Source: an optimization exercise on an open RTL-to-GDS flow (aim: small area, a short achievable clock period and few clock cycles per item). Production flows keep margins and buffers that such runs may drop.
RTL that was checked went through simulation tests only; none was proved equivalent to the original.
The RTL of runs 1 to 5 and 7 was laid out without a check of its function.
Power is estimated from default activity; no workload was simulated.

[flow/run.sh]
#!/bin/bash
# synth_recipe.tcl (not shown) runs the flow's synth.tcl, then flattens the netlist and writes it again
# the make line also repeats each setting of config.mk as NAME=value (left out here)
make -C /OpenROAD-flow-scripts/flow DESIGN_CONFIG=/design/flow/config.mk WORK_HOME=/design/flow/orfs CLKGATE_MAP_FILE= SYNTH_SCRIPT=/design/flow/synth_recipe.tcl finish
[flow/config.mk]
export PLATFORM = sky130hd
export DESIGN_NAME = ifu
export DESIGN_NICKNAME = ifu
export VERILOG_FILES = /design/flow/design.v
export SDC_FILE = /design/flow/constraint.sdc
export NUM_CORES = 4
export LEC_CHECK = 0
export ABC_CLOCK_PERIOD_IN_PS = 3500
export CAP_MARGIN = 20
export CORE_MARGIN = 2
export CORE_UTILIZATION = 40
export SETUP_SLACK_MARGIN = 4.4
export SLEW_MARGIN = 20
export TNS_END_PERCENT = 100
[flow/constraint.sdc]
create_clock -name core_clock -period 8.0 [get_ports {clk}]
set_input_delay 1.6000 -clock core_clock [delete_from_list [all_inputs] [get_ports {clk}]]
set_output_delay 1.6000 -clock core_clock [all_outputs]
set_load 0.01 [all_outputs]
[flow/design.v]
`timescale 1ns/1ps
module ifu (
    input  logic         clk,
    input  logic         rst_n,
    input  logic         recovery_valid,
    input  logic [31:0]  recovery_pc,
    output logic         mem_req,
    output logic [31:0]  mem_addr,
    input  logic         mem_ack,
    input  logic [127:0] mem_data,
    input  logic         dispatch_ready,
    output logic         instr_valid,
    output logic [31:0]  instr_data,
    output logic [31:0]  instr_pc,
    output logic         instr_is_branch,
    output logic         instr_pred_taken,
    output logic [31:0]  instr_target
);
    logic        v;
    logic [31:0] d;
    logic [29:0] p;          
    logic [29:0] t;          
    logic        o_br, o_tk;
    logic        en;         
    logic        armed;      
    logic [27:0] ma;
    logic [29:0] nx, nx1;
    assign nx1 = nx + 30'd1;
    logic [3:0]  lj, lb;
    always_comb begin
        for (int i = 0; i < 4; i++) begin
            lj[i] = (mem_data[32*i+26 +: 6] == 6'b000010);
            lb[i] = (mem_data[32*i+26 +: 6] == 6'b000100);
        end
    end
    logic        have;
    logic [31:0] w;
    logic        wj, wb, wtk;
    logic [29:0] woff, wtgt;
    logic [30:0] wsum;
    assign have = armed && mem_ack && (ma == nx[29:2]);
    assign w    = mem_data[nx[1:0]*32 +: 32];
    assign wj   = lj[nx[1:0]];
    assign wb   = lb[nx[1:0]];
    assign wtk  = wj || (wb && w[15]);
    assign woff = wj ? {{4{w[25]}}, w[25:0]} : {{14{w[15]}}, w[15:0]};
    assign wsum = {nx, 1'b1} + {woff, 1'b1};       
    assign wtgt = wsum[30:1];
    logic take;
    assign take = !v || dispatch_ready;
    always_ff @(posedge clk or negedge rst_n) begin
        if (!rst_n) begin
            v  <= 1'b0;
            p  <= 30'd0;
            nx <= 30'd0;
        end else if (recovery_valid) begin
            v  <= 1'b0;
            p  <= recovery_pc[31:2];
            nx <= recovery_pc[31:2];
        end else if (take) begin
            v <= have;
            p <= nx;
            if (have)
                nx <= wtk ? wtgt : nx1;
        end
    end
    always_ff @(posedge clk) begin
        if (take) begin
            d    <= w;
            t    <= wtgt;
            o_br <= wj || wb;
            o_tk <= wtk;
        end
    end
    logic leave;
    assign leave = !recovery_valid && take && have && (nx[1:0] == 2'd3 || wtk);
    always_ff @(posedge clk or negedge rst_n) begin
        if (!rst_n) begin
            en    <= 1'b0;
            armed <= 1'b0;
            ma    <= 28'd0;
        end else begin
            en <= 1'b1;
            if (armed) begin
                if (mem_ack && (leave || ma != nx[29:2]))
                    armed <= 1'b0;
            end else if (mem_ack) begin
                ma <= nx[29:2];
            end else if (en) begin
                armed <= 1'b1;
            end
        end
    end
    assign mem_req  = en && (armed || !mem_ack);
    assign mem_addr = {ma, 4'b0000};
    assign instr_valid      = v;
    assign instr_data       = d;
    assign instr_pc         = {p, 2'b00};
    assign instr_is_branch  = o_br;
    assign instr_pred_taken = o_tk;
    assign instr_target     = o_br ? {t, 2'b00} : 32'd0;
endmodule
==> summary.txt, run 1 <==
CTS sink cnt=155; WL final=36800 um; sw frac=0.353; Die H=160 um; WL/cell=22.0 um; Period Utilization, post-route=0.614; yosys warns=1; largest net degree at the start of global routing=61; skew final=0.0122 ns; clock root buffer=clkbuf_16; Slew HR=0.461; Initial Utilization=0.404; Pleak=6.03 nW; most frequent cells in the layout=clkdlybuf4s50_1, nand2_1, dfrtp_1, buf_4, edfxtp_1; Layout area overhead=56.8%; crit path max-delay cell type=or4_4; Int Pwr=2.20 mW; Total Routing Usage GR=0.274; Worst setup EP type=flip-flop; sequential share of the synthesized area=0.430; CP Max Fanout=5; setup TNS=0 ns; gpl congestion=0.863; share of cells above drive strength 1=0.275; Final nets=1529; CP arrival=5.27 ns; Syn Area/Cell=9.82 um2; first-pass GRT wire length=54500 um; Sequential Power Share=0.331; Final ANT Viol Nets=0; detailed-route via count=9443; synth unique cells=68; hold buffer count at cts=0; row cnt=57; post-DP HPWL=25300 um; initial drt markers=918; critical path class=in2reg; antenna violations before repair=0; Pwr Density=222 nW/um2; H-tree depth=4; Antenna diodes=0; Yosys reg bits=155; input/output buffers=286; Synth area leader=dfrtp_1; core area=24200 um2; crit-path max cell delay=0.54 ns; post-synth top area share=0.233; Max Cap Violations=0; status=no timing/DRC/antenna violations; worst slew pin tran=0.809 ns; Pins Over Slew Limit=0; via/cell ratio=5.65; Period minus WS final=4.91 ns; Post-Syn Instances=995; # setup viols final=0; ys async rst share=0.587; unrepaired setup endpoints after global routing=yes; Setup Slack @ Placement=1.61 ns; peak supply drop=0.128 mV; Max Clock Freq=204 MHz; grt ovf=0; combinational share of power=0.432; clock network power share=0.237; Netlist Area Pre-Place=9770 um2; WP data required=8.36 ns; Fillers=1962; Pwr Total=3.40 mW; clock buffer count from CTS=17; final setup margin=3.09 ns; clock tree buffer depth=2; Horiz. Die Dim=160 um; Crit path top cell by count=buf_6; EDFF count, synth=64; die area=25700 um2; # IOs=297; Clock transition at path regs=0.07 ns; vias in the first global route=9257; Main synth FF type=dfrtp_1; Fin. Hold Viols=0; post-layout util=0.634; DRC=0; Worst Hold Class=reg2reg; CP Cell Sequence=buf_6 > or4_4 > or4b_4 > a32oi_4 > nand2b_4 > nand2_4 > ha_4 > a211oi_2 > o211ai_1 > a221o_1 > buf_4 > buf_6 > nand3_2 > o211a_1 > xnor2_2 > nand2_1 > a31oi_1; CTS tree=done; top post-synthesis cells by area=dfrtp_1, edfxtp_1, mux4_2; 1st-pass router iterations=5; commonest non-fill, non-tap cell in the layout=clkdlybuf4s50_1; crit start category=input pin; Switch Pwr=1.20 mW; clock latency on the worst-skew pair=0.44 ns
-- layer usage --
layer / global-route usage / wire [um] / vias up
met4: 0.0758 / 847 / 0
met3: 0.0473 / 2650 / 59
met1: 0.390 / 16500 / 4620
met5: 0 / 0 / -
met2: 0.435 / 16800 / 464
li1: - / - / 4300
-- power by group through the flow --
| stage | Combinational, mW | Sequential (mW) | Clock, mW |
|---|---|---|---|
| floorplan | 0.572 | 1.12 | 0 |
| global placement | 1.01 | 1.14 | 0 |
| finish | 1.47 | 1.13 | 0.806 |
| global route | 1.56 | 1.15 | 0.842 |
| detailed placement | 1.02 | 1.14 | 0 |
| CTS | 1.25 | 1.13 | 0.812 |
-- critical path: cells and delay by family --
kind | cells | cell delay (ns)
compound gates | 6 | 1.37
xor+xnor | 1 | 0.16
fa+ha+maj | 1 | 0.22
buf+inv | 3 | 0.35
simple gates | 6 | 1.54
-- flip-flops by register name, summed over array words and instances (netlist names) --
register and flops:
en 1, v 1, o_br 1, d 32
o_tk 1, nx 30, t 30, ma 28
armed 1, p 30
-- what timing repair did --
action / in CTS / in global routing
endpoints found under the setup margin: 144 / 59
pin swaps: 48 / 63
gates resized for setup: 196 / 121
setup buffers: 50 / 34
cloned: 1 / 2
-- cell type report --
type	instances	area, um2	area share
clock buffers	18	439	0.0287
clock inverters	14	124	0.00808
inverters	33	146	0.00955
multi-input cells	742	6300	0.411
flip-flops and latches	155	4200	0.274
well taps	324	405	0.0265
repair buffers	384	3710	0.242
-- per-stage QoR --
| stage | hold slack, ns | std cells | cell area, um2 |
|---|---|---|---|
| finish | 0.546 | 1670 | 15300 |
| global route | 0.572 | 1670 | 15300 |
| CTS | 0.545 | 1634 | 14500 |
| detailed placement | 0.526 | 1551 | 13000 |
| global placement | 0.515 | 1551 | 13000 |
| floorplan | 0.491 | 1002 | 10000 |
-- kinds of logic after synthesis --
logic type                 count (synthesis)  synth area share
AOI/OAI and AO/OA                        236             0.152
other                                      2          0.000768
adders and majority gates                 31            0.0405
DFF                                      155             0.430
xor gates and xnor gates                  58            0.0520
muxes                                     68             0.113
and+or+nand+nor                          339             0.164
buffers and inverters                    106            0.0475
-- worst paths after layout --
| path | end | cells after the start | slack, ns | start |
|---|---|---|---|---|
| max | nx[21] | 17 | 3.09 | mem_data[31] |
| min | armed | 2 | 0.55 | en |
| max reg2reg | nx[18] | 15 | 3.84 | nx[0] |
| min reg2reg | armed | 2 | 0.55 | en |
| max in group asynchronous | nx[0] | 2 | 5.67 | rst_n |
| min in group asynchronous | p[22] | 1 | 1.10 | rst_n |
-- synth_stat cells, drive strengths merged, types with 6 or more instances --
cell type and number:
clkbuf 46, buf 27, mux2i 16, nor3 18, dfrtp 91, a21o 8, o211ai 6, and3 9
nor2 59, nand4 12, mux2 20, a31oi 26, nand2 135, a21oi 61, o21ai 76, nor4 13
edfxtp 64, xor2 36, inv 32, nand3 29, and2 38, ha 30, xnor2 22, mux4 32
a221oi 7
==> run 2, diff against run 1 <==
==> flow/flow/run.sh (new file) <==
#!/bin/bash
# Standard layout, with the port buffers made of the smallest plain buffer
# instead of the resizer's default choice.
set -euo pipefail
export BUFFER_PORTS_ARGS="-buffer_cell sky130_fd_sc_hd__buf_1"
bash standard.sh > flow_standard.log 2>&1
==> flow/standard.sh (new file) <==
#!/bin/bash
# synth_recipe.tcl (not shown) runs the flow's synth.tcl, then flattens the netlist and writes it again
# the make line also repeats each setting of config.mk as NAME=value (left out here)
make -C /OpenROAD-flow-scripts/flow DESIGN_CONFIG=/design/flow/config.mk WORK_HOME=/design/flow/orfs CLKGATE_MAP_FILE= SYNTH_SCRIPT=/design/flow/synth_recipe.tcl "${@:-finish}"
removed: flow/run.sh
==> run 2 against run 1 <==
Still clean on timing, DRC and antenna; count of clock-buffer cells in the layout up 4; maximum frequency decreased by 0.37%; combinational power decreased by 21%; total power shrank 7.8%; hold slack worse by 0.015 ns; register-to-register slack improved by 0.10 ns; largest cell class unchanged.
==> summary.txt, run 2 <==
Worst Hold Class=reg2reg (unchanged); Fin. Hold Viols=0 (unchanged); first-pass GRT wire length=50800 um (was 54500 um); crit-path max cell delay=0.54 ns (about the same); WP data required=8.35 ns (was 8.36 ns); clock root buffer=clkbuf_16 (unchanged); Worst setup EP type=flip-flop (unchanged); placed instance area=11200 um2 (was 13000 um2); critical path class=in2reg (unchanged); post-synth top area share=0.233 (unchanged); top-count cell post-synth=nand2_1 (unchanged); antenna violations before repair=0 (unchanged); Pleak=4.90 nW (was 6.03 nW); share of cells above drive strength 1=0.207 (was 0.275); yosys warns=1 (unchanged); clock buffer count from CTS=17 (unchanged); Main synth FF type=dfrtp_1 (unchanged); Netlist Area Pre-Place=9770 um2 (unchanged); WL final=33800 um (was 36800 um); multi-input logic area=5930 um2 (was 6300 um2); most frequent cells in the layout=buf_1, nand2_1, dfrtp_1, edfxtp_1, nor2_1 (was clkdlybuf4s50_1, nand2_1, dfrtp_1, buf_4, edfxtp_1); # IOs=297 (unchanged); CP arrival=5.28 ns (was 5.27 ns); EDFF count, synth=64 (unchanged); worst setup path startpoint=mem_data[29] (was mem_data[31]); CP Max Fanout=7 (was 5); ys async rst share=0.587 (unchanged); grt ovf=0 (unchanged); # setup viols final=0 (unchanged); Int Pwr=2.03 mW (was 2.20 mW); Switch Pwr=1.11 mW (was 1.20 mW); die area=25700 um2 (unchanged); vias in the first global route=8854 (was 9257); CTS tree=done (unchanged); Pins Over Slew Limit=0 (unchanged); input/output buffers=286 (unchanged); combinational share of power=0.371 (was 0.432); largest register by flop count=d (unchanged); Period minus WS final=4.93 ns (was 4.91 ns); hold buffer count at cts=0 (unchanged); worst slew pin tran=1.05 ns (was 0.809 ns); Horiz. Die Dim=160 um (unchanged); Yosys reg bits=155 (unchanged); DRC=0 (unchanged); Post-Syn Instances=995 (unchanged); number of flip-flops in the largest register=32 (unchanged); row cnt=57 (unchanged); sequential share of the synthesized area=0.430 (unchanged); hold_sp=en (unchanged); unrepaired setup endpoints after global routing=yes (unchanged); Slew HR=0.300 (was 0.461); Fillers=2274 (was 1962); WHS=0.531 ns (was 0.546 ns); Max Clock Freq=203 MHz (was 204 MHz); clock network power share=0.269 (was 0.237); setup TNS=0 ns (unchanged); gpl congestion=0.888 (was 0.863); most instantiated cells after synthesis=nand2_1, dfrtp_1, o21ai_0 (unchanged); crit path max-delay cell type=or4_4 (unchanged); Post-Layout Inst Area=12900 um2 (was 15300 um2); Final ANT Viol Nets=0 (unchanged); crit start category=input pin (unchanged); clock latency on the worst-skew pair=0.43 ns (was 0.44 ns); clock tree buffer depth=2 (unchanged); initial drt markers=933 (was 918); CTS sink cnt=155 (unchanged); peak supply drop=0.137 mV (was 0.128 mV); 1st-pass router iterations=7 (was 5); Initial Utilization=0.404 (unchanged); via/cell ratio=5.59 (was 5.65); H-tree depth=4 (unchanged); Syn Area/Cell=9.82 um2 (unchanged); detailed-route via count=9095 (was 9443); Synth area leader=dfrtp_1 (unchanged); Sequential Power Share=0.361 (was 0.331); Period Utilization, post-route=0.616 (was 0.614); Total Routing Usage GR=0.257 (was 0.274); core area=24200 um2 (unchanged); Clock transition at path regs=0.07 ns (about the same); status=no timing/DRC/antenna violations (unchanged); top post-synthesis cells by area=dfrtp_1, edfxtp_1, mux4_2 (unchanged); largest net degree at the start of global routing=67 (was 61); post-DP HPWL=24700 um (was 25300 um); synth unique cells=68 (unchanged); Final nets=1487 (was 1529); CP Cell Sequence=buf_1 > or4_4 > or4b_4 > a32oi_4 > nand2b_4 > nand2_1 > ha_4 > a21oi_2 > a21boi_0 > o21ai_2 > nand3_1 > o211ai_1 > a211oi_2 > or3_1 > a31oi_1 (was buf_6 > or4_4 > or4b_4 > a32oi_4 > nand2b_4 > nand2_4 > ha_4 > a211oi_2 > o211ai_1 > a221o_1 > buf_4 > buf_6 > nand3_2 > o211a_1 > xnor2_2 > nand2_1 > a31oi_1); Max Cap Violations=0 (unchanged); Antenna diodes=0 (unchanged); RR Startpoint=nx[0] (unchanged); Seq. cell area=4200 um2 (unchanged); Die H=160 um (unchanged); skew final=0.00769 ns (was 0.0122 ns); WL/cell=20.8 um (was 22.0 um); Layout area overhead=32.3% (was 56.8%); commonest non-fill, non-tap cell in the layout=buf_1 (was clkdlybuf4s50_1); sw frac=0.354 (was 0.353); Pwr Density=243 nW/um2 (was 222 nW/um2)
==> run 2: changes by cell type in the layout (fill, tap and decap cells not counted), moves of 10 or more <==
cell / before / now
dlymetal6s2s_1: 10 / 0
buf_1: 0 / 281
buf_6: 28 / 13
clkdlybuf4s50_1: 245 / 0
buf_4: 71 / 40
ha_4: 24 / 12
ha_1: 3 / 15
==> run 2: worst max-delay path: cells and delay by family <==
| family | cells | cell delay, ns |
|---|---|---|
| adder cells (fa/ha/maj) | 1 | 0.34 |
| buffers and inverters | 1 | 0.08 |
| AND/OR/NAND/NOR | 6 | 1.94 |
| AO/OA/AOI/OAI | 7 | 1.31 |
==> run 2: cell families (layout without fill, tap and decap cells) <==
| family | Yosys count | count (layout) | synth area share |
|---|---|---|---|
| buf+inv | 106 | 406 | 0.0475 |
| simple gates | 339 | 340 | 0.164 |
| fa+ha+maj | 31 | 31 | 0.0405 |
| mux | 68 | 68 | 0.113 |
| xor+xnor | 58 | 58 | 0.0520 |
| other cells | 2 | 9 | 0.000768 |
| flops | 155 | 155 | 0.430 |
| compound gates | 236 | 236 | 0.152 |
==> run 2: repair_timing <==
action / CTS / global route
buffers inserted: 26 / 18
cloned: 2 / 0
pin swaps: 45 / 47
gates resized for setup: 81 / 67
setup endpoints to repair: 53 / 52
==> run 2: through the flow <==
stage	power [mW]	cells	setup WS, ns	utilization
global placement	1.98	1550	2.06	0.462
detailed placement	1.99	1550	1.95	0.462
global route	3.29	1627	2.88	0.535
CTS	3.00	1609	3.04	0.515
floorplan	1.69	1002	2.84	-
finish	3.14	1627	3.07	0.535
==> run 2: routing by layer <==
layer | up-vias | wire, um | global-route usage
met1 | 4461 | 15300 | 0.367
li1 | 4211 | - | -
met4 | 0 | 465 | 0.0610
met5 | - | 0 | 0
met2 | 397 | 15400 | 0.404
met3 | 26 | 2640 | 0.0517
==> run 2: path summary, 6_finish.rpt <==
path	to	slack [ns]	cells past startpoint
max in group asynchronous	ma[3]	5.69	2
min in group asynchronous	nx[28]	1.20	1
hold / removal	armed	0.53	2
setup reg to reg	nx[18]	3.94	11
hold reg to reg	armed	0.53	2
setup / recovery	nx[27]	3.07	15
==> run 2: cell type report <==
| cell class | instances | area share |
|---|---|---|
| Multi-Input combinational cell | 742 | 0.458 |
| Inverter | 33 | 0.0119 |
| Timing Repair Buffer | 342 | 0.127 |
| Clock inverter | 9 | 0.00745 |
| Clock buffer | 22 | 0.0392 |
| Tap cell | 324 | 0.0313 |
| Sequential cell | 155 | 0.325 |
==> run 2: power groups by stage <==
stage          clock network [mW]  registers [mW]  logic, mW
2_1_floorplan                   0            1.12      0.572
5_1_grt                     0.895            1.15       1.25
3_3_place_gp                    0            1.14      0.846
6_report                    0.843            1.13       1.16
3_5_place_dp                    0            1.14      0.850
4_1_cts                     0.858            1.13       1.01
==> run 3, diff against run 2 <==
==> flow/design.v (replaced) <==
`timescale 1ns/1ps
module ifu #(
    parameter int REGREQ = 0     
) (
    input  logic         clk,
    input  logic         rst_n,
    input  logic         recovery_valid,
    input  logic [31:0]  recovery_pc,
    output logic         mem_req,
    output logic [31:0]  mem_addr,
    input  logic         mem_ack,
    input  logic [127:0] mem_data,
    input  logic         dispatch_ready,
    output logic         instr_valid,
    output logic [31:0]  instr_data,
    output logic [31:0]  instr_pc,
    output logic         instr_is_branch,
    output logic         instr_pred_taken,
    output logic [31:0]  instr_target
);
    logic        v;          
    logic        pb;         
    logic [31:0] d;
    logic [29:0] p;          
    logic [29:0] t;          
    logic        o_br, o_tk, o_j;
    logic [29:0] nx;
    logic        pr;         
    logic        en;         
    logic        armed;      
    logic [3:0]  lj, lb;
    always_comb begin
        for (int i = 0; i < 4; i++) begin
            lj[i] = (mem_data[32*i+26 +: 6] == 6'b000010);
            lb[i] = (mem_data[32*i+26 +: 6] == 6'b000100);
        end
    end
    logic        have;
    logic [31:0] w;
    logic        wj, wb, wbr, wtk;
    assign have = armed && mem_ack && !pr;
    assign w    = mem_data[nx[1:0]*32 +: 32];
    assign wj   = lj[nx[1:0]];
    assign wb   = lb[nx[1:0]];
    assign wbr  = wj || wb;
    assign wtk  = wj || (wb && w[15]);
    logic [29:0] off, tgt, nx1;
    logic [30:0] sum;
    assign off = o_j ? {{4{d[25]}}, d[25:0]} : {{14{d[15]}}, d[15:0]};
    assign sum = {p, 1'b1} + {off, 1'b1};           
    assign tgt = sum[30:1];
    assign nx1 = nx + 30'd1;
    logic take, load, busy;
    assign take = !v || dispatch_ready;
    assign load = take && have && !pb;
    assign busy = REGREQ ? (armed && !mem_ack) : (en && !mem_ack);
    always_ff @(posedge clk or negedge rst_n) begin
        if (!rst_n) begin
            v  <= 1'b0;
            pb <= 1'b0;
            p  <= 30'd0;
            nx <= 30'd0;
            pr <= 1'b0;
        end else if (recovery_valid) begin
            v  <= 1'b0;
            pb <= 1'b0;
            p  <= recovery_pc[31:2];
            if (busy) begin
                pr <= 1'b1;
            end else begin
                nx <= recovery_pc[31:2];
                pr <= 1'b0;
            end
        end else if (pr) begin
            if (mem_ack) begin
                nx <= p;
                pr <= 1'b0;
            end
        end else if (pb) begin
            v  <= 1'b1;
            pb <= 1'b0;
            if (o_tk)
                nx <= tgt;
        end else if (take) begin
            v  <= have && !wbr;
            pb <= have && wbr;
            if (have) begin
                p  <= nx;
                nx <= nx1;
            end
        end
    end
    always_ff @(posedge clk) begin
        if (load) begin
            d    <= w;
            o_j  <= wj;
            o_br <= wbr;
            o_tk <= wtk;
        end
        if (pb)
            t <= tgt;
    end
    logic leave;
    assign leave = recovery_valid || pr || (load && (nx[1:0] == 2'd3 || wtk));
    always_ff @(posedge clk or negedge rst_n) begin
        if (!rst_n) begin
            en    <= 1'b0;
            armed <= 1'b0;
        end else begin
            en <= 1'b1;
            if (armed) begin
                if (mem_ack && leave)
                    armed <= 1'b0;
            end else if (en && !mem_ack) begin
                armed <= 1'b1;
            end
        end
    end
    assign mem_req  = REGREQ ? armed : (en && (armed || !mem_ack));
    assign mem_addr = {nx[29:2], 4'b0000};
    assign instr_valid      = v;
    assign instr_data       = d;
    assign instr_pc         = {p, 2'b00};
    assign instr_is_branch  = o_br;
    assign instr_pred_taken = o_tk;
    assign instr_target     = o_br ? {t, 2'b00} : 32'd0;
endmodule
--- a/flow/config.mk
+++ b/flow/config.mk
@@ -6,9 +6,8 @@
 export NUM_CORES = 4
 export LEC_CHECK = 0
-export ABC_CLOCK_PERIOD_IN_PS = 3500
 export CAP_MARGIN = 20
 export CORE_MARGIN = 2
 export CORE_UTILIZATION = 40
-export SETUP_SLACK_MARGIN = 4.4
+export SETUP_SLACK_MARGIN = 4.6
 export SLEW_MARGIN = 20
 export TNS_END_PERCENT = 100
==> run 3 against run 2 <==
Maximum frequency rose by 38%; non-clock buffer count decreased by 41; combinational power down 18%; utilization fell by 5.2 points; critical path type is now in2out; first-iteration DRC count decreased by 18%; hold slack better by 0.054 ns; sequential share of layout area rose by 0.45 points.
==> summary.txt, run 3 <==
post-DP HPWL=23500 um (was 24700 um); Initial Utilization=0.405 (was 0.404); Slew HR=0.248 (was 0.300); Syn Area/Cell=9.76 um2 (was 9.82 um2); top post-synthesis cells by area=edfxtp_1, dfrtp_1, mux4_2 (was dfrtp_1, edfxtp_1, mux4_2); grt ovf=0 (unchanged); Worst Hold Depth=2 (unchanged); Worst Hold Class=reg2reg (unchanged); clock latency on the worst-skew pair=0.43 ns (about the same); largest net degree at the start of global routing=66 (was 67); Final ANT Viol Nets=0 (unchanged); crit path max-delay cell type=a21boi_4 (was or4_4); CP Cell Sequence=buf_8 > a21boi_4 > buf_6 (was buf_1 > or4_4 > or4b_4 > a32oi_4 > nand2b_4 > nand2_1 > ha_4 > a21oi_2 > a21boi_0 > o21ai_2 > nand3_1 > o211ai_1 > a211oi_2 > or3_1 > a31oi_1); 1st-pass router iterations=7 (unchanged); clock tree buffer depth=2 (unchanged); Netlist Area Pre-Place=9120 um2 (was 9770 um2); met2 routed WL=15100 um (was 15400 um); largest register by flop count=d (unchanged); yosys warns=1 (unchanged); gpl congestion=0.916 (was 0.888); ys async rst share=0.500 (was 0.587); Worst R2R End=nx[28] (was nx[18]); top-count cell post-synth=nand2_1 (unchanged); Die H=155 um (was 160 um); Worst setup EP type=output port (was flip-flop); EDFF count, synth=65 (was 64); RR Startpoint=p[0] (was nx[0]); unrepaired setup endpoints after global routing=yes (unchanged); Fin. Hold Viols=0 (unchanged); skew final=0.0105 ns (was 0.00769 ns); row cnt=55 (was 57); input/output buffers=286 (unchanged); commonest non-fill, non-tap cell in the layout=buf_1 (unchanged); WL final=30900 um (was 33800 um); crit-path max cell delay=0.15 ns (was 0.54 ns); Pwr Total=2.69 mW (was 3.14 mW); H-tree depth=4 (unchanged); Total Routing Usage GR=0.258 (was 0.257); hold_sp=en (unchanged); Pleak=4.08 nW (was 4.90 nW); Final nets=1367 (was 1487); via/cell ratio=5.62 (was 5.59); met3 WL post-DR=2200 um (was 2640 um); vias in the first global route=7978 (was 8854); Antenna diodes=0 (unchanged); CP Max Fanout=2 (was 7); CP arrival=1.98 ns (was 5.28 ns); Clock transition at path regs=0.06 ns (was 0.07 ns); # setup viols final=0 (unchanged); most frequent cells in the layout=buf_1, nand2_1, edfxtp_1, nor2_1, dfrtp_1 (was buf_1, nand2_1, dfrtp_1, edfxtp_1, nor2_1); most instantiated cells after synthesis=nand2_1, dfrtp_1, edfxtp_1 (was nand2_1, dfrtp_1, o21ai_0); core area=22500 um2 (was 24200 um2); clock root buffer=clkbuf_16 (unchanged); Period Utilization, post-route=0.447 (was 0.616); critical path class=in2out (was in2reg); number of flip-flops in the largest register=32 (unchanged); Period minus WS final=3.58 ns (was 4.93 ns); Main synth FF type=edfxtp_1 (was dfrtp_1); clock buffer count from CTS=17 (unchanged); Max Clock Freq=279 MHz (was 203 MHz); reg2reg path depth=11 (unchanged); Yosys reg bits=130 (was 155); share of cells above drive strength 1=0.0929 (was 0.207); family with the most delay on the worst path=buffers and inverters (was simple AND/OR/NAND/NOR gates); Max Cap Violations=0 (unchanged); CTS sink cnt=130 (was 155); worst slew pin tran=1.12 ns (was 1.05 ns); r2r setup slk=4.81 ns (was 3.94 ns); CTS tree=done (unchanged); peak supply drop=0.125 mV (was 0.137 mV); crit start category=input pin (unchanged); Buffers & Inverters on Critical Path=2 (was 1); WL/cell=21.0 um (was 20.8 um); initial drt markers=764 (was 933); setup TNS=0 ns (unchanged); Max Used Layer=met4 (unchanged); status=no timing/DRC/antenna violations (unchanged); Horiz. Die Dim=155 um (was 160 um); hold worst-path end=armed (unchanged); Pins Over Slew Limit=0 (unchanged); Pwr Density=247 nW/um2 (was 243 nW/um2); DRC=0 (unchanged); Layout area overhead=19.2% (was 32.3%); antenna violations before repair=0 (unchanged); synth unique cells=74 (was 68); first-pass GRT wire length=47000 um (was 50800 um); Synth area leader=edfxtp_1 (was dfrtp_1); WP data required=6.40 ns (was 8.35 ns); post-synth top area share=0.214 (was 0.233); die area=24000 um2 (was 25700 um2); metal1 wirelength=13000 um (was 15300 um); Post-Syn Instances=934 (was 995); # IOs=297 (unchanged); sequential share of the synthesized area=0.393 (was 0.430); detailed-route via count=8249 (was 9095)
run 3: cells by family after synthesis:
kind of cell    synth area share
simple gates               0.185
compound gates             0.167
flops                      0.393
buf+inv                   0.0601
mux                        0.112
xor+xnor                  0.0384
fa+ha+maj                 0.0434
other cells             0.000824
run 3: layout make-up:
cell class,instances,area (um2)
fillers,2167,11600
clock buffers,17,425
clock inverters,15,158
well taps,285,357
multi-input cells,704,5060
repair buffers,301,1220
inverters,17,63.8
flip-flops and latches,130,3580
run 3: metrics by stage:
stage	instance area [um2]	cells	hold slack, ns	utilization	setup slack [ns]
after floorplan	9140	941	0.511	-	4.60
after global placement	10200	1433	0.537	0.453	3.80
after detailed placement	10200	1433	0.565	0.453	3.78
after CTS	10800	1468	0.571	0.481	4.38
after global routing	10900	1469	0.651	0.483	4.42
final	10900	1469	0.585	0.483	4.42
run 3: worst max-delay path by stage:
stage / startpoint / endpoint / cells past startpoint
after floorplan: mem_ack / mem_req / 1
after global placement: recovery_valid / nx[25] / 10
after detailed placement: recovery_valid / nx[25] / 10
after CTS: mem_ack / mem_req / 3
after global routing: mem_ack / mem_req / 3
final: mem_ack / mem_req / 3
run 3: what timing repair did:
action                                  CTS  global route
setup buffers                             3             1
resized for setup                         8             9
hold buffers                              0             0
endpoints found under the setup margin   41             7
pin swaps                                 1             1
run 3: tightest hold or removal path: stages, from the launching register on:
cell and delay [ns]:
dfrtp_1 0.37, nor2_1 0.06, a21oi_1 0.11
run 3: where the power goes:
part	total, mW	switching, mW	internal (mW)	leakage [nW]
sequential	0.955	0.125	0.830	1.38
clock	0.783	0.322	0.461	0.266
combinational	0.951	0.565	0.386	2.44
run 3: per-layer routing:
| metal | track usage | vias to the layer above |
|---|---|---|
| met3 | 0.0610 | 34 |
| met1 | 0.337 | 4007 |
| met5 | 0 | - |
| met4 | 0.0701 | 0 |
| li1 | - | 3879 |
| met2 | 0.433 | 329 |
==> run 4, diff against run 3 <==
--- a/flow/design.v
+++ b/flow/design.v
@@ -1,5 +1,5 @@
 `timescale 1ns/1ps
 module ifu #(
-    parameter int REGREQ = 0     
+    parameter int REGREQ = 1     
 ) (
     input  logic         clk,
==> run 4 against run 3 <==
Still clean; largest cell class unchanged; highest routed layer unchanged; clock power rose by 2%; largest power group is now combinational logic; area after synthesis fell by 3.4%; count of clock-buffer cells in the layout did not move; first-iteration DRC count fell by 16%; sequential share of layout area rose by 0.84 points; sequential cell count did not move; routed wire length fell by 5.6%.
==> summary.txt, run 4 <==
vias in the first global route=7724 (was 7978); Slew HR=0.386 (was 0.248); placed instance area=9880 um2 (was 10200 um2); WHS=0.501 ns (was 0.585 ns); Pins Over Slew Limit=0 (unchanged); ys async rst share=0.500 (unchanged); Layout Cells excl Fill=1424 (was 1469); hold worst-path end=armed (unchanged); skew final=0.0106 ns (was 0.0105 ns); setup TNS=0 ns (unchanged); status=no timing/DRC/antenna violations (unchanged); largest family of logic cells by synthesized area=simple AND/OR/NAND/NOR gates (unchanged); Post-Syn Instances=887 (was 934); Post-Synth Adder-Cell Area=0.0449 (was 0.0434); detailed-route via count=7965 (was 8249); gpl congestion=0.889 (was 0.916); hold buffer count at cts=0 (unchanged); # placed instances=1385 (was 1433); Crit path top cell by count=nand2_1; top-count cell post-synth=nand2_1 (unchanged); hold_sp=en (unchanged); Worst setup EP type=flip-flop (was output port); peak supply drop=0.142 mV (was 0.125 mV); Layout area overhead=20.4% (was 19.2%); Synth area leader=edfxtp_1 (unchanged); crit-path max cell delay=0.40 ns (was 0.15 ns); clock latency on the worst-skew pair=0.43 ns (about the same); WP data required=8.17 ns (was 6.40 ns); initial drt markers=639 (was 764); CTS sink cnt=130 (unchanged); post-synthesis compound-gate area fraction=0.162 (was 0.167); # setup viols final=0 (unchanged); DRC=0 (unchanged); crit start category=flip-flop (was input pin); CP Cell Sequence=buf_4 > nand2_1 > nand2_1 > ha_1 > a21oi_2 > o21ai_1 > nand2b_1 > a31o_1 > and3_1 > a221o_1 > a211oi_2 > mux2i_1 > nand2_1 (was buf_8 > a21boi_4 > buf_6); r2r setup slk=4.75 ns (was 4.81 ns); Period minus WS final=3.25 ns (was 3.58 ns); RR Startpoint=o_j (was p[0]); clock tree buffer depth=2 (unchanged); largest net degree at the start of global routing=75 (was 66); row cnt=54 (was 55); Die H=152 um (was 155 um); most frequent cells in the layout=buf_1, nand2_1, nor2_1, edfxtp_1, dfrtp_1 (was buf_1, nand2_1, edfxtp_1, nor2_1, dfrtp_1); xor-xnor portion of the synthesized cell area=0.0428 (was 0.0384); Horiz. Die Dim=152 um (was 155 um); Pleak=3.98 nW (was 4.08 nW); WL final=29200 um (was 30900 um); via/cell ratio=5.59 (was 5.62); Yosys reg bits=130 (unchanged); Switch Pwr=1.10 mW (was 1.01 mW); synth unique cells=66 (was 74); Int Pwr=1.78 mW (was 1.68 mW); core area=21700 um2 (was 22500 um2); Pwr Density=272 nW/um2 (was 247 nW/um2); post-synth top area share=0.222 (was 0.214); Fillers=2125 (was 2167); yosys warns=1 (unchanged); Netlist Area Pre-Place=8800 um2 (was 9120 um2); grt ovf=0 (unchanged); clock network power share=0.277 (was 0.291); reg2reg path depth=13 (was 11); first-pass GRT wire length=44900 um (was 47000 um); Sequential Power Share=0.347 (was 0.355); H-tree depth=4 (unchanged); Clock transition at path regs=0.06 ns (about the same); CTS tree=done (unchanged); combinational share of power=0.376 (was 0.354); largest register by flop count=d (unchanged); die area=23200 um2 (was 24000 um2); Worst Hold Depth=2 (unchanged); input/output buffers=286 (unchanged); Synth Area in Simple Gates=0.164 (was 0.185); top post-synthesis cells by area=edfxtp_1, dfrtp_1, mux4_2 (unchanged); EDFF count, synth=65 (unchanged); Main synth FF type=edfxtp_1 (unchanged); Final ANT Viol Nets=0 (unchanged); WL/cell=20.5 um (was 21.0 um); post-DP HPWL=21300 um (was 23500 um); Period Utilization, post-route=0.407 (was 0.447); CP Max Fanout=10 (was 2); CP arrival=3.43 ns (was 1.98 ns); Max Cap Violations=0 (unchanged); antenna violations before repair=1 (was 0); Final nets=1326 (was 1367); Syn Area/Cell=9.92 um2 (was 9.76 um2); crit path max-delay cell type=ha_1 (was a21boi_4); Worst R2R End=t[29] (was nx[28]); most instantiated cells after synthesis=nand2_1, nor2_1, dfrtp_1, edfxtp_1, o21ai_0 (was nand2_1, dfrtp_1, edfxtp_1); clock buffer count from CTS=17 (unchanged); Initial Utilization=0.406 (was 0.405); Total Routing Usage GR=0.250 (was 0.258); 1st-pass router iterations=7 (unchanged); mux cell area share after synthesis=0.120 (was 0.112); Fin. Hold Viols=0 (unchanged); sequential share of the synthesized area=0.407 (was 0.393); Max Clock Freq=307 MHz (was 279 MHz); Post-Layout Inst Area=10600 um2 (was 10900 um2); share of cells above drive strength 1=0.0892 (was 0.0929); Worst Hold Class=reg2reg (unchanged); sw frac=0.383 (was 0.377); # IOs=297 (unchanged); Setup Slack @ Placement=3.65 ns (was 3.78 ns); final setup margin=4.75 ns (was 4.42 ns); number of flip-flops in the largest register=32 (unchanged); worst slew pin tran=0.920 ns (was 1.12 ns); critical path class=reg2reg (was in2out); clock root buffer=clkbuf_16 (unchanged); commonest non-fill, non-tap cell in the layout=buf_1 (unchanged); unrepaired setup endpoints after global routing=yes (unchanged)
run 4: changes by cell type after synthesis, moves of 5 or more:
cell      previous run  this run
and3_1               6        11
a21oi_1             52        43
nor3_1              15         5
a222oi_1             3        11
a21o_1              21        14
nand2_1            111       106
nor3b_1              8         3
nand4_1             10         5
run 4: metal layers:
layer  part of all wire  wire [um]  up-vias  GRT usage
li1                   -          -     3734          -
met1               0.43      12600     3832      0.331
met2               0.48      14000      360      0.414
met3              0.067       1950       39     0.0441
met4              0.022        627        0     0.0899
met5                  0          0        -          0
run 4: layout make-up:
class                           instances  area [um2]  area share
Multi-Input combinational cell        663        4780       0.451
Sequential cell                       130        3580       0.338
Timing Repair Buffer                  302        1230       0.116
Clock buffer                           17         425      0.0402
Tap cell                              280         350      0.0331
Clock inverter                         15         173      0.0163
Inverter                               16        60.1     0.00567
Antenna cell                            1        2.50    0.000236
run 4: kinds of logic after synthesis:
logic type                 Yosys count
xor gates and xnor gates            43
buffers and inverters              101
and+or+nand+nor                    299
DFF                                130
AOI/OAI and AO/OA                  216
muxes                               65
other                                2
adders and majority gates           31
run 4: per-stage QoR:
step	total power, mW	util
4_1_cts	2.88	0.487
3_5_place_dp	2.06	0.456
6_report	2.88	0.489
5_1_grt	3.04	0.489
3_3_place_gp	2.05	0.456
2_1_floorplan	1.77	-
run 4: power by group through the flow:
stage | combinational (mW) | sequential [mW] | clock, mW
finish | 1.08 | 0.998 | 0.798
global route | 1.19 | 1.02 | 0.836
CTS | 1.07 | 0.996 | 0.811
floorplan | 0.795 | 0.979 | 0
detailed placement | 1.04 | 1.02 | 0
global placement | 1.03 | 1.01 | 0
run 4: worst max-delay path by stage:
stage	slack, ns	end	startpoint
finish	4.75	t[29]	o_j
CTS	4.62	p[3]	mem_ack
global route	4.55	t[29]	o_j
detailed placement	3.65	nx[27]	recovery_valid
global placement	3.72	nx[27]	recovery_valid
floorplan	4.72	armed	mem_ack
run 4: critical path: cells and delay by family (launching register included):
kind | cells | cell delay (ns)
DFF | 1 | 0.39
adders and majority gates | 1 | 0.40
and+or+nand+nor | 5 | 0.62
buffers and inverters | 1 | 0.18
muxes | 1 | 0.25
AOI/OAI and AO/OA | 5 | 1.15
run 4: repair_timing:
| action | CTS | global route |
|---|---|---|
| setup endpoints to repair | 56 | 10 |
| resized for setup | 7 | 11 |
| buffers inserted | 6 | 0 |
==> run 5, diff against run 4 <==
--- a/flow/design.v
+++ b/flow/design.v
@@ -45,10 +45,7 @@
     assign wbr  = wj || wb;
     assign wtk  = wj || (wb && w[15]);
-    logic [29:0] off, tgt, nx1;
-    logic [30:0] sum;
-    assign off = o_j ? {{4{d[25]}}, d[25:0]} : {{14{d[15]}}, d[15:0]};
-    assign sum = {p, 1'b1} + {off, 1'b1};           
-    assign tgt = sum[30:1];
-    assign nx1 = nx + 30'd1;
+    logic [29:0] off, sum;
+    assign off = !pb ? 30'd1 : o_j ? {{4{d[25]}}, d[25:0]} : {{14{d[15]}}, d[15:0]};
+    assign sum = nx + off;
     logic take, load, busy;
     assign take = !v || dispatch_ready;
@@ -59,5 +56,4 @@
             v  <= 1'b0;
             pb <= 1'b0;
-            p  <= 30'd0;
             nx <= 30'd0;
             pr <= 1'b0;
@@ -65,5 +61,4 @@
             v  <= 1'b0;
             pb <= 1'b0;
-            p  <= recovery_pc[31:2];
             if (busy) begin
                 pr <= 1'b1;
@@ -81,13 +76,17 @@
             pb <= 1'b0;
             if (o_tk)
-                nx <= tgt;
+                nx <= sum;
         end else if (take) begin
             v  <= have && !wbr;
             pb <= have && wbr;
-            if (have) begin
-                p  <= nx;
-                nx <= nx1;
-            end
+            if (have)
+                nx <= sum;
         end
+    end
+    always_ff @(posedge clk) begin
+        if (recovery_valid)
+            p <= recovery_pc[31:2];
+        else if (load)
+            p <= nx;
     end
     always_ff @(posedge clk) begin
@@ -99,5 +98,5 @@
         end
         if (pb)
-            t <= tgt;
+            t <= sum;
     end
     logic leave;
--- a/flow/config.mk
+++ b/flow/config.mk
@@ -9,5 +9,5 @@
 export CORE_MARGIN = 2
 export CORE_UTILIZATION = 40
-export SETUP_SLACK_MARGIN = 4.6
+export SETUP_SLACK_MARGIN = 5
 export SLEW_MARGIN = 20
 export TNS_END_PERCENT = 100
==> run 5 against run 4 <==
Final area increased by 2.6%; critical endpoint is now nx[8]; worst setup slack improved by 0.14 ns; clock skew is 0.0028 ns lower; clock power fell by 3.5%; non-clock buffer count is 24 higher; global-route usage fell by 0.26 points; sequential power down 2%; synthesized cell count fell by 10%; hold slack better by 0.025 ns; maximum frequency rose by 4.3%; first-iteration DRC count decreased by 29%; final cell count shrank 5.1%.
==> summary.txt, run 5 <==
Max Clock Freq=321 MHz (was 307 MHz); number of flip-flops in the largest register=32 (unchanged); DRC=0 (unchanged); sequential share of the synthesized area=0.439 (was 0.407); gpl congestion=0.892 (was 0.889); crit start category=input pin (was flip-flop); clock buffer count from CTS=17 (unchanged); unrepaired setup endpoints after global routing=yes (unchanged); input/output buffers=286 (unchanged); Pins Over Slew Limit=0 (unchanged); reg2reg path depth=11 (was 13); Syn Area/Cell=10.7 um2 (was 9.92 um2); Period minus WS final=3.12 ns (was 3.25 ns); antenna violations before repair=1 (unchanged); Synth Area in Simple Gates=0.135 (was 0.164); # setup viols final=0 (unchanged); top post-synthesis cells by area=edfxtp_1, dfrtp_1, mux4_2 (unchanged); critical path class=in2reg (was reg2reg); Layout area overhead=28.1% (was 20.4%); r2r setup slk=5.07 ns (was 4.75 ns); vias in the first global route=6999 (was 7724); peak supply drop=0.152 mV (was 0.142 mV); post-DP HPWL=19700 um (was 21300 um); via/cell ratio=5.44 (was 5.59); hold worst-path end=armed (unchanged); # IOs=297 (unchanged); most instantiated cells after synthesis=edfxtp_1, nand2_1, a21oi_1 (was nand2_1, nor2_1, dfrtp_1, edfxtp_1, o21ai_0); WL final=28400 um (was 29200 um); Max Cap Violations=0 (unchanged); CP arrival=3.43 ns (about the same); die area=22400 um2 (was 23200 um2); share of cells above drive strength 1=0.196 (was 0.0892); clock latency on the worst-skew pair=0.42 ns (was 0.43 ns); Yosys reg bits=130 (unchanged); Fin. Hold Viols=0 (unchanged); WL/cell=21.0 um (was 20.5 um); core area=21000 um2 (was 21700 um2); Pleak=4.08 nW (was 3.98 nW); grt ovf=0 (unchanged); Worst Hold Depth=2 (unchanged); Initial Utilization=0.405 (was 0.406); Period Utilization, post-route=0.390 (was 0.407); row cnt=53 (was 54); EDFF count, synth=95 (was 65); Worst setup EP type=flip-flop (unchanged); hold buffer count at cts=0 (unchanged); mux cell area share after synthesis=0.135 (was 0.120); skew final=0.00789 ns (was 0.0106 ns); setup TNS=0 ns (unchanged); detailed-route via count=7355 (was 7965); Slew HR=0.366 (was 0.386); first-pass GRT wire length=41100 um (was 44900 um); status=no timing/DRC/antenna violations (unchanged); CTS sink cnt=130 (unchanged); Worst R2R End=nx[29] (was t[29]); post-synthesis compound-gate area fraction=0.149 (was 0.162); Synth area leader=edfxtp_1 (unchanged); ys async rst share=0.269 (was 0.500); Total Routing Usage GR=0.247 (was 0.250); post-synth top area share=0.336 (was 0.222); Post-Synth Adder-Cell Area=0.0451 (was 0.0449); CTS tree=done (unchanged); Worst Hold Class=reg2reg (unchanged); Netlist Area Pre-Place=8490 um2 (was 8800 um2); 1st-pass router iterations=7 (unchanged); Clock transition at path regs=0.06 ns (about the same); Main synth FF type=edfxtp_1 (unchanged); largest family of logic cells by synthesized area=compound AO/OA/AOI/OAI gates (was simple AND/OR/NAND/NOR gates); largest net degree at the start of global routing=37 (was 75); Post-Syn Instances=796 (was 887); synth unique cells=67 (was 66); WP data required=8.31 ns (was 8.17 ns); RR Startpoint=pb (was o_j); Horiz. Die Dim=150 um (was 152 um); top-count cell post-synth=edfxtp_1 (was nand2_1); CP Max Fanout=25 (was 10); post-layout util=0.519 (was 0.489); most frequent cells in the layout=buf_1, edfxtp_1, nand2_1, a21oi_1, and2_1 (was buf_1, nand2_1, nor2_1, edfxtp_1, dfrtp_1); largest register by flop count=d (unchanged); commonest non-fill, non-tap cell in the layout=buf_1 (unchanged); clock tree buffer depth=2 (unchanged); hold_sp=en (unchanged); yosys warns=1 (unchanged); Final ANT Viol Nets=0 (unchanged); Final nets=1257 (was 1326); H-tree depth=4 (unchanged); xor-xnor portion of the synthesized cell area=0.0299 (was 0.0428); Die H=150 um (was 152 um); worst slew pin tran=0.949 ns (was 0.920 ns); clock root buffer=clkbuf_16 (unchanged); Pwr Density=251 nW/um2 (was 272 nW/um2); initial drt markers=451 (was 639)
run 5: metal layers:
metal	global-route usage	up-vias	share of wire
met5	0	-	0
met2	0.423	299	0.49
met4	0.0745	0	0.018
li1	-	3451	-
met3	0.0585	32	0.071
met1	0.312	3573	0.42
run 5: metrics by stage:
stage               cells  total power [mW]  hold WS, ns  instance area [um2]  setup slack, ns
finish               1351              2.73        0.526                10900             4.88
global route         1351              2.87        0.575                10900             4.74
CTS                  1334              2.68        0.536                10500             4.82
detailed placement   1286              1.85        0.507                 9570             3.68
global placement     1286              1.84        0.487                 9570             3.74
floorplan             803              1.63        0.481                 8600             4.97
run 5: cell families after synthesis:
logic type	Yosys count
AO/OA/AOI/OAI	191
XOR/XNOR	29
adder cells (fa/ha/maj)	30
buffers and inverters	108
flip-flops	130
multiplexers	72
other	2
AND/OR/NAND/NOR	234
run 5: cell type report:
| class | instances | area, um2 |
|---|---|---|
| clock inverters | 14 | 140 |
| fillers | 2037 | 10100 |
| flip-flops and latches | 130 | 3730 |
| diodes | 1 | 2.50 |
| well taps | 275 | 344 |
| multi-input cells | 567 | 4610 |
| clock buffers | 18 | 439 |
| inverters | 20 | 80.1 |
| repair buffers | 326 | 1520 |
run 5: timing repair:
item | CTS | global route
endpoints found under the setup margin | 138 | 97
resized for setup | 39 | 65
gates cloned | 2 | 3
pin swaps | 9 | 26
buffers inserted | 14 | 13
run 5: critical path: stages:
cell and delay (ns):
buf_1 0.17, nand2_1 0.11, a211o_2 0.45, a31oi_4 0.18, buf_8 0.22, nand2_1 0.14
or3_1 0.33, mux2i_1 0.14, nor2_1 0.06
run 5: worst max-delay path by stage:
stage	start	to	slack, ns	cells after the start
floorplan	mem_data[95]	v	4.97	8
global placement	recovery_valid	nx[8]	3.74	9
detailed placement	recovery_valid	nx[8]	3.68	9
CTS	mem_ack	nx[8]	4.82	9
global route	mem_ack	nx[8]	4.74	9
finish	mem_ack	nx[8]	4.88	9
run 5: where the power goes:
| group | internal, mW | switching, mW | leakage (nW) |
|---|---|---|---|
| logic | 0.430 | 0.550 | 2.49 |
| registers | 0.884 | 0.0995 | 1.32 |
| clock network | 0.464 | 0.306 | 0.277 |
==> run 6, diff against run 5 <==
--- a/flow/design.v
+++ b/flow/design.v
@@ -1,5 +1,5 @@
 `timescale 1ns/1ps
 module ifu #(
-    parameter int REGREQ = 1     
+    parameter int REGREQ = 0     
 ) (
     input  logic         clk,
--- a/flow/config.mk
+++ b/flow/config.mk
@@ -9,5 +9,5 @@
 export CORE_MARGIN = 2
 export CORE_UTILIZATION = 40
-export SETUP_SLACK_MARGIN = 5
+export SETUP_SLACK_MARGIN = 4.35
 export SLEW_MARGIN = 20
 export TNS_END_PERCENT = 100
==> run 6 against run 5 <==
Combinational power is 33% lower; global-route usage is 2.0 points lower; total power is 14% lower; clock power is 1% higher; highest routed layer unchanged; register-to-register slack worse by 0.55 ns; clock skew hardly changed.
==> summary.txt, run 6 <==
Main synth FF type=edfxtp_1 (unchanged); first-pass GRT wire length=37800 um (was 41100 um); number of flip-flops in the largest register=32 (unchanged); final setup margin=4.38 ns (was 4.88 ns); hold buffer count at cts=0 (unchanged); # IOs=297 (unchanged); Final nets=1211 (was 1257); WL/cell=19.1 um (was 21.0 um); unrepaired setup endpoints after global routing=no (was yes); WHS=0.542 ns (was 0.526 ns); top-count cell post-synth=edfxtp_1 (unchanged); row cnt=52 (was 53); die area=22000 um2 (was 22400 um2); Yosys reg bits=130 (unchanged); Layout Cells excl Fill=1299 (was 1351); vias in the first global route=6848 (was 6999); status=no timing/DRC/antenna violations (unchanged); CTS tree=done (unchanged); Setup Slack @ Placement=3.36 ns (was 3.68 ns); Worst setup EP type=output port (was flip-flop); H-tree depth=4 (unchanged); clock root buffer=clkbuf_16 (unchanged); core area=20400 um2 (was 21000 um2); critical path class=in2out (was in2reg); Post-Layout Inst Area=10100 um2 (was 10900 um2); commonest non-fill, non-tap cell in the layout=buf_1 (unchanged); multi-input logic area=4180 um2 (was 4610 um2); synth unique cells=63 (was 67); Fillers=1930 (was 2037); Pleak=3.69 nW (was 4.08 nW); sequential share of the synthesized area=0.447 (was 0.439); Max Clock Freq=276 MHz (was 321 MHz); Layout area overhead=21.1% (was 28.1%); Fin. Hold Viols=0 (unchanged); Worst Hold Class=reg2reg (unchanged); CP Max Fanout=4 (was 25); Antenna diodes=0 (was 1); combinational share of power=0.277 (was 0.359); yosys warns=1 (unchanged); Sequential Power Share=0.392 (was 0.360); Initial Utilization=0.409 (was 0.405); crit path max-delay cell type=o21a_1 (was a211o_2); Period minus WS final=3.62 ns (was 3.12 ns); crit start category=input pin (unchanged); worst slew pin tran=1.04 ns (was 0.949 ns); Period Utilization, post-route=0.453 (was 0.390); largest register by flop count=d (unchanged); # setup viols final=0 (unchanged); 1st-pass router iterations=5 (was 7); clock latency on the worst-skew pair=0.43 ns (was 0.42 ns); post-layout util=0.496 (was 0.519); CTS sink cnt=130 (unchanged); Synth area leader=edfxtp_1 (unchanged); top post-synthesis cells by area=edfxtp_1, dfrtp_1, mux4_2 (unchanged); CP Cell Sequence=buf_6 > inv_2 > o21a_1 > buf_2 (was buf_1 > nand2_1 > a211o_2 > a31oi_4 > buf_8 > nand2_1 > or3_1 > mux2i_1 > nor2_1); Pwr Total=2.36 mW (was 2.73 mW); gpl congestion=0.906 (was 0.892); Int Pwr=1.58 mW (was 1.78 mW); detailed-route via count=6940 (was 7355); ys async rst share=0.269 (unchanged); # placed instances=1264 (was 1286); WL final=24800 um (was 28400 um); Horiz. Die Dim=148 um (was 150 um); Final ANT Viol Nets=0 (unchanged); largest net degree at the start of global routing=57 (was 37); Pwr Density=234 nW/um2 (was 251 nW/um2); DRC=0 (unchanged); Pins Over Slew Limit=0 (unchanged); placed instance area=9430 um2 (was 9570 um2); grt ovf=0 (unchanged); Clock transition at path regs=0.06 ns (about the same); Syn Area/Cell=10.8 um2 (was 10.7 um2); initial drt markers=395 (was 451); share of cells above drive strength 1=0.123 (was 0.196); clock network power share=0.331 (was 0.282); setup TNS=0 ns (unchanged); post-DP HPWL=18900 um (was 19700 um); clock buffer count from CTS=17 (unchanged); most frequent cells in the layout=buf_1, edfxtp_1, nand2_1, a21oi_1, and2_1 (unchanged); Slew HR=0.304 (was 0.366); skew final=0.00779 ns (was 0.00789 ns); post-synth top area share=0.342 (was 0.336); antenna violations before repair=0 (was 1); clock tree buffer depth=2 (unchanged); Die H=148 um (was 150 um); peak supply drop=0.144 mV (was 0.152 mV); via/cell ratio=5.34 (was 5.44); crit-path max cell delay=0.17 ns (was 0.45 ns); Post-Syn Instances=771 (was 796); Max Cap Violations=0 (unchanged); EDFF count, synth=95 (unchanged); Netlist Area Pre-Place=8340 um2 (was 8490 um2); input/output buffers=286 (unchanged); Seq. cell area=3730 um2 (unchanged); most instantiated cells after synthesis=edfxtp_1, nand2_1, a21oi_1 (unchanged); sw frac=0.328 (was 0.350); WP data required=6.40 ns (was 8.31 ns); CP arrival=2.02 ns (was 3.43 ns); Switch Pwr=774 uW (was 956 uW); Total Routing Usage GR=0.228 (was 0.247)
[run 6: cell count changes after synthesis, moves of 6 or more]
cell	change
o221ai_1	+6
and3_1	-7
nand2b_1	+6
nand2_1	-17
mux2i_1	-7
o2bb2ai_1	+6
[run 6: cells by family (layout without fill, tap and decap cells)]
family,count (synthesis),after routing,synth area share
AND/OR/NAND/NOR,215,215,0.128
buffers and inverters,97,348,0.0608
flip-flops,130,130,0.447
XOR/XNOR,30,30,0.0315
multiplexers,63,63,0.127
AO/OA/AOI/OAI,204,204,0.158
other,2,9,0.000901
adder cells (fa/ha/maj),30,30,0.0459
[run 6: worst paths after layout]
| check | slack (ns) | cells after the start | startpoint | end |
|---|---|---|---|---|
| min | 0.54 | 2 | nx[6] | nx[6] |
| min in group asynchronous | 1.24 | 2 | rst_n | nx[5] |
| max | 4.38 | 4 | mem_ack | mem_req |
| min reg2reg | 0.54 | 2 | nx[6] | nx[6] |
| max in group asynchronous | 6.35 | 2 | rst_n | pb |
| max reg2reg | 4.52 | 11 | pb | t[27] |
[run 6: layer usage]
layer,share of wire,vias to the layer above,track usage
met1,0.43,3309,0.299
met2,0.48,278,0.374
met5,0,-,0
met3,0.065,35,0.0457
met4,0.022,0,0.0857
li1,-,3318,-
[run 6: power by group through the flow]
stage | registers [mW] | clock network (mW) | logic (mW)
final | 0.926 | 0.780 | 0.653
after global routing | 0.937 | 0.825 | 0.721
after CTS | 0.929 | 0.794 | 0.653
after detailed placement | 0.943 | 0 | 0.649
after global placement | 0.942 | 0 | 0.640
after floorplan | 0.928 | 0 | 0.482
[run 6: area by class of cell]
cell class | count | share of cell area
clock inverters | 15 | 0.0159
flip-flops and latches | 130 | 0.370
clock buffers | 17 | 0.0421
inverters | 19 | 0.00744
well taps | 270 | 0.0335
repair buffers | 297 | 0.117
multi-input cells | 551 | 0.414
[run 6: what timing repair did]
action,CTS,global route
gates resized for setup,9,4
gates cloned,0,0
pin swaps,1,2
buffers inserted,1,1
setup endpoints to repair,29,9
[run 6: critical path, delay by kind of cell]
kind                   cells  cell delay (ns)
buffers and inverters      3             0.25
AO/OA/AOI/OAI              1             0.17
Testbench counts of run 6, summed over its fixed seeds: cycles 221,350, items 64,895.
==> run 7, diff against run 6 <==
--- a/flow/design.v
+++ b/flow/design.v
@@ -21,7 +21,7 @@
     logic        v;          
     logic        pb;         
+    logic        nt;         
     logic [31:0] d;
     logic [29:0] p;          
-    logic [29:0] t;          
     logic        o_br, o_tk, o_j;
     logic [29:0] nx;
@@ -45,15 +45,18 @@
     assign wbr  = wj || wb;
     assign wtk  = wj || (wb && w[15]);
-    logic [29:0] off, sum;
+    logic [29:0] a, off, sum;
+    assign a   = nt ? p : nx;
     assign off = !pb ? 30'd1 : o_j ? {{4{d[25]}}, d[25:0]} : {{14{d[15]}}, d[15:0]};
-    assign sum = nx + off;
-    logic take, load, busy;
+    assign sum = a + off;
+    logic take, load, busy, ok;
     assign take = !v || dispatch_ready;
-    assign load = take && have && !pb;
-    assign busy = REGREQ ? (armed && !mem_ack) : (en && !mem_ack);
+    assign load = take && have && !pb && !nt;
+    assign ok   = en && !pb && !nt;
+    assign busy = !mem_ack && (armed || (REGREQ == 0 && ok));
     always_ff @(posedge clk or negedge rst_n) begin
         if (!rst_n) begin
             v  <= 1'b0;
             pb <= 1'b0;
+            nt <= 1'b0;
             nx <= 30'd0;
             pr <= 1'b0;
@@ -61,4 +64,5 @@
             v  <= 1'b0;
             pb <= 1'b0;
+            nt <= 1'b0;
             if (busy) begin
                 pr <= 1'b1;
@@ -75,6 +79,12 @@
             v  <= 1'b1;
             pb <= 1'b0;
-            if (o_tk)
+            nt <= !o_tk;
+            nx <= sum;
+        end else if (nt) begin
+            if (dispatch_ready) begin
+                v  <= 1'b0;
+                nt <= 1'b0;
                 nx <= sum;
+            end
         end else if (take) begin
             v  <= have && !wbr;
@@ -97,6 +107,4 @@
             o_tk <= wtk;
         end
-        if (pb)
-            t <= sum;
     end
     logic leave;
@@ -111,10 +119,10 @@
                 if (mem_ack && leave)
                     armed <= 1'b0;
-            end else if (en && !mem_ack) begin
+            end else if (ok && !mem_ack) begin
                 armed <= 1'b1;
             end
         end
     end
-    assign mem_req  = REGREQ ? armed : (en && (armed || !mem_ack));
+    assign mem_req  = REGREQ ? armed : (armed || (ok && !mem_ack));
     assign mem_addr = {nx[29:2], 4'b0000};
     assign instr_valid      = v;
@@ -123,4 +131,4 @@
     assign instr_is_branch  = o_br;
     assign instr_pred_taken = o_tk;
-    assign instr_target     = o_br ? {t, 2'b00} : 32'd0;
+    assign instr_target     = o_br ? {nx, 2'b00} : 32'd0;
 endmodule
==> run 7 against run 6 <==
Still clean; final cell count decreased by 1.5%; sequential cell count decreased by 29; utilization decreased by 1.3 points; clock skew increased by 0.0027 ns; die area decreased by 6.0%; area after synthesis decreased by 6.1%; clock power decreased by 33%; final area decreased by 7.6%; via count decreased by 0.10%; non-clock buffer count increased by 3; maximum frequency decreased by 0.16%; routed wire length decreased by 3.2%; critical path type unchanged; critical endpoint unchanged; largest power group is now combinational logic.
==> summary.txt, run 7 <==
status=no timing/DRC/antenna violations (unchanged); clock network power share=0.253 (was 0.331); crit-path max cell delay=0.15 ns (was 0.17 ns); EDFF count, synth=65 (was 95); # IOs=297 (unchanged); worst setup path startpoint=mem_ack (unchanged); row cnt=51 (was 52); yosys warns=1 (unchanged); first-pass GRT wire length=36400 um (was 37800 um); Final nets=1203 (was 1211); most frequent cells in the layout=buf_1, nand2_1, edfxtp_1, mux2_2 (was buf_1, edfxtp_1, nand2_1, a21oi_1, and2_1); Fin. Hold Viols=0 (unchanged); grt ovf=0 (unchanged); Max Clock Freq=276 MHz (about the same); WL final=24000 um (was 24800 um); Period Utilization, post-route=0.453 (about the same); Layout area overhead=19.2% (was 21.1%); Netlist Area Pre-Place=7830 um2 (was 8340 um2); Sequential Power Share=0.366 (was 0.392); # setup viols final=0 (unchanged); Main synth FF type=edfxtp_1 (unchanged); Seq. cell area=2860 um2 (was 3730 um2); biggest regs=d x32, nx x30, p x30; vias in the first global route=6702 (was 6848); top post-synthesis cells by area=edfxtp_1, dfrtp_1, mux4_2 (unchanged); Pins Over Slew Limit=0 (unchanged); commonest non-fill, non-tap cell in the layout=buf_1 (unchanged); WP data required=6.40 ns (about the same); DRC=0 (unchanged); synth unique cells=67 (was 63); Final ANT Viol Nets=0 (unchanged); post-DP HPWL=18100 um (was 18900 um); Period minus WS final=3.63 ns (was 3.62 ns); core area=19300 um2 (was 20400 um2); clock root buffer=clkbuf_16 (unchanged); Total Routing Usage GR=0.231 (was 0.228); Synth area leader=edfxtp_1 (unchanged); gpl congestion=0.918 (was 0.906); Pleak=3.35 nW (was 3.69 nW); Post-Syn Instances=772 (was 771); unrepaired setup endpoints after global routing=yes (was no); Clock transition at path regs=0.07 ns (was 0.06 ns); initial drt markers=396 (was 395); reg2reg path depth=12 (was 11); CTS tree=done (unchanged); Horiz. Die Dim=144 um (was 148 um); Worst Hold Class=reg2reg (unchanged); input/output buffers=286 (unchanged); clock buffer count from CTS=9 (was 17); Layout Cells excl Fill=1279 (was 1299); setup TNS=0 ns (unchanged); RR Startpoint=nx[0] (was pb); CP arrival=2.03 ns (was 2.02 ns); Initial Utilization=0.405 (was 0.409); post-synth top area share=0.249 (was 0.342); top-count cell post-synth=nand2_1 (was edfxtp_1); Die H=144 um (was 148 um); most instantiated cells after synthesis=nand2_1, edfxtp_1, mux2_2 (was edfxtp_1, nand2_1, a21oi_1); die area=20700 um2 (was 22000 um2); skew final=0.0105 ns (was 0.00779 ns); # placed instances=1257 (was 1264); CP Max Fanout=4 (unchanged); Switch Pwr=726 uW (was 774 uW); via/cell ratio=5.42 (was 5.34); H-tree depth=3 (was 4); Worst Hold Depth=2 (unchanged); Pwr Density=220 nW/um2 (was 234 nW/um2); clock latency on the worst-skew pair=0.36 ns (was 0.43 ns); CP Cell Sequence=buf_2 > o21ai_2 > buf_6 (was buf_6 > inv_2 > o21a_1 > buf_2); Int Pwr=1.33 mW (was 1.58 mW); combinational share of power=0.380 (was 0.277); Slew HR=0.354 (was 0.304); sequential share of the synthesized area=0.364 (was 0.447); crit path max-delay cell type=o21ai_2 (was o21a_1); Syn Area/Cell=10.1 um2 (was 10.8 um2); Levels on crit path=3 (was 4); WL/cell=18.7 um (was 19.1 um); hold_sp=nx[4] (was nx[6]); detailed-route via count=6933 (was 6940); Max Cap Violations=0 (unchanged); share of cells above drive strength 1=0.140 (was 0.123); Fillers=1907 (was 1930); sw frac=0.354 (was 0.328); multi-input logic area=4510 um2 (was 4180 um2); largest register by flop count=d (unchanged); peak supply drop=0.116 mV (was 0.144 mV); CTS sink cnt=101 (was 130); antenna violations before repair=1 (was 0); Worst setup EP type=output port (unchanged); Yosys reg bits=101 (was 130); 1st-pass router iterations=4 (was 5); ys async rst share=0.356 (was 0.269); crit start category=input pin (unchanged); worst slew pin tran=0.969 ns (was 1.04 ns); number of flip-flops in the largest register=32 (unchanged); family with the most delay on the worst path=buffers and inverters (unchanged); clock tree buffer depth=2 (unchanged); critical path class=in2out (unchanged); Buffers & Inverters on Critical Path=2 (was 3); largest net degree at the start of global routing=46 (was 57)
## run 7: cell types whose count changed after synthesis, sizes merged, moves of 9 or more
cell / previous run / this run
a21oi: 59 / 39
a31oi: 2 / 11
buf: 45 / 56
edfxtp: 95 / 65
mux2: 24 / 58
o21bai: 5 / 14
xnor2: 21 / 12
## run 7: through the flow
stage	worst slack [ns]	hold slack (ns)	utilization	total power [mW]	instance area [um2]
6_report	4.37	0.558	0.482	2.05	9330
3_5_place_dp	3.47	0.543	0.460	1.54	8890
4_1_cts	4.35	0.562	0.480	2.07	9270
2_1_floorplan	3.96	0.493	-	1.35	7870
3_3_place_gp	3.48	0.535	0.460	1.53	8890
5_1_grt	4.31	0.590	0.482	2.18	9330
## run 7: cells by family (layout without fill, tap and decap cells)
family,Yosys count,in the layout,synth area share
flip-flops,101,101,0.364
AND/OR/NAND/NOR,226,227,0.141
multiplexers,98,98,0.186
AO/OA/AOI/OAI,196,196,0.170
buffers and inverters,100,333,0.0679
other,2,10,0.000959
adder cells (fa/ha/maj),30,30,0.0489
XOR/XNOR,19,19,0.0213
## run 7: metal layers
layer  global-route usage  routed length [um]
met4               0.0800                 556
met2                0.390               11500
met1                0.298               10400
met5                    0                   0
met3               0.0433                1530
## run 7: power by group through the flow
| stage | sequential, mW | clock (mW) | combinational (mW) |
|---|---|---|---|
| after floorplan | 0.751 | 0 | 0.599 |
| after global placement | 0.763 | 0 | 0.764 |
| after detailed placement | 0.765 | 0 | 0.775 |
| after CTS | 0.754 | 0.528 | 0.784 |
| after global routing | 0.767 | 0.551 | 0.867 |
| final | 0.753 | 0.520 | 0.781 |
## run 7: worst min-delay path, stage by stage, from the launching register on
cell,delay (ns)
dfrtp_1,0.40
nand2_1,0.06
nand2_1,0.06
## run 7: path summary, 6_finish.rpt
path	end	slack, ns
max	mem_req	4.37
min	nx[4]	0.56
max reg2reg	nx[26]	4.52
min reg2reg	nx[4]	0.56
max in group asynchronous	nt	6.28
min in group asynchronous	nx[3]	1.31
## run 7: timing repair
action,in CTS,in global routing
setup endpoints to repair,30,15
buffers inserted,0,4
gates cloned,1,0
hold buffers,0,0
pin swaps,2,6
resized for setup,14,9
## run 7: area by class of cell
| class | instances | area share |
|---|---|---|
| multi-input combinational | 579 | 0.484 |
| sequential | 101 | 0.306 |
| timing repair buffer | 300 | 0.130 |
| tap | 265 | 0.0355 |
| clock buffer | 9 | 0.0241 |
| clock inverter | 7 | 0.0130 |
| inverter | 17 | 0.00711 |
| antenna | 1 | 0.000268 |

-- separate check: timing with driven ports --
Ports are ideal in the flow. The routed layouts listed here were re-timed in OpenROAD. Step 1 (the two cells are an assumption about what drives the block):
set clk [get_ports {clk}]
set_driving_cell -lib_cell sky130_fd_sc_hd__clkbuf_16 $clk
set_driving_cell -lib_cell sky130_fd_sc_hd__buf_2 [delete_from_list [all_inputs] $clk]
Step 2 moves the port delays by t, midway between the first and last clock arrival at a register: inputs arrive t later, outputs are due t later. That takes back most of the time a late clock gives input paths. Slacks: no drivers / after step 1 / after step 2; pairs: no drivers / after step 1.
run | shift t [ns] | setup WS [ns] | worst hold slack (ns)
run 1 | 0.479 | 3.087 / 3.094 / 2.615 | 0.546 / 0.546 / 0.546
run 2 | 0.477 | 3.069 / 3.094 / 2.617 | 0.531 / 0.531 / 0.531
run 3 | 0.470 | 4.421 / 4.366 / 4.262 | 0.585 / 0.585 / 0.585
run 4 | 0.474 | 4.745 / 4.745 / 4.312 | 0.501 / 0.501 / 0.501
run 5 | 0.467 | 4.881 / 4.861 / 4.394 | 0.526 / 0.526 / 0.526
run 6 | 0.468 | 4.379 / 4.293 / 4.070 | 0.542 / 0.542 / 0.542
run 7 | 0.397 | 4.374 / 4.335 / 4.123 | 0.558 / 0.558 / 0.558
After both steps setup and hold are still met in every run listed. The setup slack of run 5, which loses most, moves by -0.020 ns with the drivers and by -0.487 ns with both steps.
